This is an optimization exercise on Yosys and OpenROAD, whose aim is small area and a short achievable clock period, not a production implementation.
Function was checked by simulation only, so behaviour that the tests miss may differ from the original.
Power figures rest on the tool's default switching activity, not on a simulated workload.

==> flow/design.v (excerpt) <==
module fir_chip (
   input  logic                   clock,
   input  logic                   arst_n,
   input  logic                   psel,
   input  logic                   penable,
   input  logic                   pwrite,
   input  logic [8-1:0] paddr,
   input  logic [32-1:0] pwdata,
   output logic [32-1:0] prdata,
   output logic                   pready,
   output logic                   pslverr,
   input  logic                   in_valid,
   input  logic [16-1:0] in_data,
   output logic                   out_valid,
   output logic [16-1:0] out_data
);
Size in the first run: ~3,700 cells after synthesis, about 110 I/O pins, about 44,000 um^2 of cells after synthesis.
clock: 10.5 ns
lec_check: 0
abc_area: 1
cap_margin: 20
core_margin: 2
core_utilization: 40
cts_buf_list: sky130_fd_sc_hd__clkbuf_4 sky130_fd_sc_hd__clkbuf_8
setup_slack_margin: 5.0
slew_margin: 20
synth_hierarchical: 1
run.sh (not shown) runs the stock make flow with config.mk's settings and CLKGATE_MAP_FILE= SYNTH_SCRIPT=/design/flow/synth_recipe.tcl, a recipe that flattens the netlist after the stock synthesis.
Edit:
--- a/flow/design.v
+++ b/flow/design.v
@@ -41,17 +41,18 @@
    assign co = a & b;
 endmodule
 `timescale 1ns/1ps
 module sym_fir (
    input  logic                                              clock,
    input  logic                                              arst_n,
    input  fir_pkg::sample_t                                  in,
    input  logic [4-1:0][18/2-1:0]      cneg,    
-   input  logic [4-1:0][18/2-1:0]      cone,    
+   input  logic [4-1:0][18/2-1:0]      cone,
+   input  logic [4-1:0][18/2-1:0]      ctwo,
    input  fir_pkg::slice_mode_t                              mode,
    output fir_pkg::sample_t                                  out
 );
    localparam int H   = 4;
    localparam int DW  = 16;
    localparam int AW  = 37;                  
    localparam int ND  = 18 / 2;     
    localparam int OFS = 4;                   
@@ -82,17 +83,17 @@
    logic [H-1:0][ND-1:0][DW+1:0] row;
    logic [H-1:0][ND-1:0]         neg;
    always_comb begin
       for (int t = 0; t < H; t++) begin
          for (int i = 0; i < ND; i++) begin
             logic one, two, ng;
             logic [DW+1:0] m, e;
             one = cone[t][i];
-            two = ~cone[t][i] & (cneg[t][i] ^ ((i == 0) ? 1'b0 : cneg[t][i-1]));
+            two = ctwo[t][i];
             ng  = cneg[t][i];
             for (int j = 0; j <= DW + 1; j++) begin
                logic sj, sj1;
                sj  = (j == DW + 1) ? pre[t][DW] : pre[t][j];
                sj1 = (j == 0)      ? 1'b0      : pre[t][j-1];
                m[j] = (one & sj) | (two & sj1);
             end
             e = m ^ {(DW+2){ng}};
@@ -1331,16 +1332,17 @@
 `timescale 1ns/1ps
 module fir_regs (
    input  logic                                     clock,
    input  logic                                     arst_n,
    input  fir_pkg::apb_req_t                        req,
    output fir_pkg::apb_rsp_t                        rsp,
    output logic [4-1:0][18/2-1:0] cneg,
    output logic [4-1:0][18/2-1:0] cone,
+   output logic [4-1:0][18/2-1:0] ctwo,
    output fir_pkg::slice_mode_t                     mode
 );
    localparam int H      = 4;
    localparam int CW     = 18;
    localparam int ND     = 18 / 2;
    localparam int DATA_W = 32;
    localparam int MODE_W = 2;    
    logic              access;     
@@ -1353,37 +1355,40 @@
    assign wr_en  = access & req.pwrite;
    assign rd_en  = access & ~req.pwrite;
    always_comb begin
       mode_sel = (req.paddr == 8'h00);
       for (int k = 0; k < H; k++)
          coef_sel[k] = (req.paddr == 8'(8'h10 + 4 * k));
    end
    assign mapped = mode_sel | (|coef_sel);
-   logic [ND-1:0] wneg, wone;
+   logic [ND-1:0] wneg, wone, wtwo;
    always_comb begin
       logic [CW:0] bx;
       bx = {req.pwdata[CW-1:0], 1'b0};
       for (int i = 0; i < ND; i++) begin
          wneg[i] = bx[2*i+2];
          wone[i] = bx[2*i+1] ^ bx[2*i];
+         wtwo[i] = (bx[2*i+2] & ~bx[2*i+1] & ~bx[2*i]) | (~bx[2*i+2] & bx[2*i+1] & bx[2*i]);
       end
    end
    always_ff @(posedge clock or negedge arst_n) begin
       if (!arst_n) begin
          mode <= '0;
          cneg <= '0;    
          cone <= '0;
+         ctwo <= '0;
       end else if (wr_en) begin
          if (mode_sel)
             mode <= fir_pkg::slice_mode_t'(req.pwdata[MODE_W-1:0]);
          for (int k = 0; k < H; k++) begin
             if (coef_sel[k]) begin    
                cneg[k] <= wneg;
                cone[k] <= wone;
+               ctwo[k] <= wtwo;
             end
          end
       end
    end
    logic [H-1:0][CW-1:0] coef;
    always_comb begin
       for (int k = 0; k < H; k++)
          for (int i = 0; i < ND; i++) begin
@@ -1410,33 +1415,35 @@
 module fir_top (
    input  logic              clock,
    input  logic              arst_n,
    input  fir_pkg::apb_req_t apb_req,
    output fir_pkg::apb_rsp_t apb_rsp,
    input  fir_pkg::sample_t  in,
    output fir_pkg::sample_t  out
 );
-   logic [4-1:0][18/2-1:0] cneg, cone;
+   logic [4-1:0][18/2-1:0] cneg, cone, ctwo;
    fir_pkg::slice_mode_t                         mode;
    fir_regs u_regs (
       .clock  (clock),
       .arst_n (arst_n),
       .req    (apb_req),
       .rsp    (apb_rsp),
       .cneg   (cneg),
       .cone   (cone),
+      .ctwo   (ctwo),
       .mode   (mode)
    );
    sym_fir u_fir (
       .clock  (clock),
       .arst_n (arst_n),
       .in     (in),
       .cneg   (cneg),
       .cone   (cone),
+      .ctwo   (ctwo),
       .mode   (mode),
       .out    (out)
    );
 endmodule
 `timescale 1ns/1ps
 module fir_chip (
    input  logic                   clock,
    input  logic                   arst_n,
Outcome: Design area is about the same. Clock-buffer cell count rose by 16. Critical path depth is unchanged. Die area rose by a few percent. Worst setup slack stays flat. Synthesized area rose by a few percent. Routed wire length rose slightly. Combinational power fell by about a fifth. Worst hold slack is about the same. Register-to-register slack improved by 30 ps. Global-route usage fell by 0.53 points. Total power fell by a little under a tenth. Clock power rose by a few percent. Cell count rose by a few percent.

[what the ideal ports hide]
In the flow no input, the clock included, has a driving cell. The finished layouts below were timed again as built, in two steps. Step 1: set_driving_cell puts a clkbuf_16 on clock and a buf_2 on each other input, an assumption about the parent block. Step 2 also shifts input and output timing later by t, the mid clock arrival at the registers, as if the neighbouring blocks saw the same clock. Three values: ideal ports, drivers, drivers and shift; two values: the first two.
run	shift t [ns]	slack for setup (ns)	hold slack, ns	worst data-port slew with drivers (ns)
the first run	0.779	4.989 / 4.989 / 4.989	0.409 / 0.409 / 0.409	0.06
the second run	0.784	4.990 / 4.957 / 4.957	0.411 / 0.411 / 0.411	0.05
After both steps every run listed still meets setup and hold. The setup slack of the second run, which loses most, moves by -0.033 ns with the drivers and by -0.033 ns with both steps.
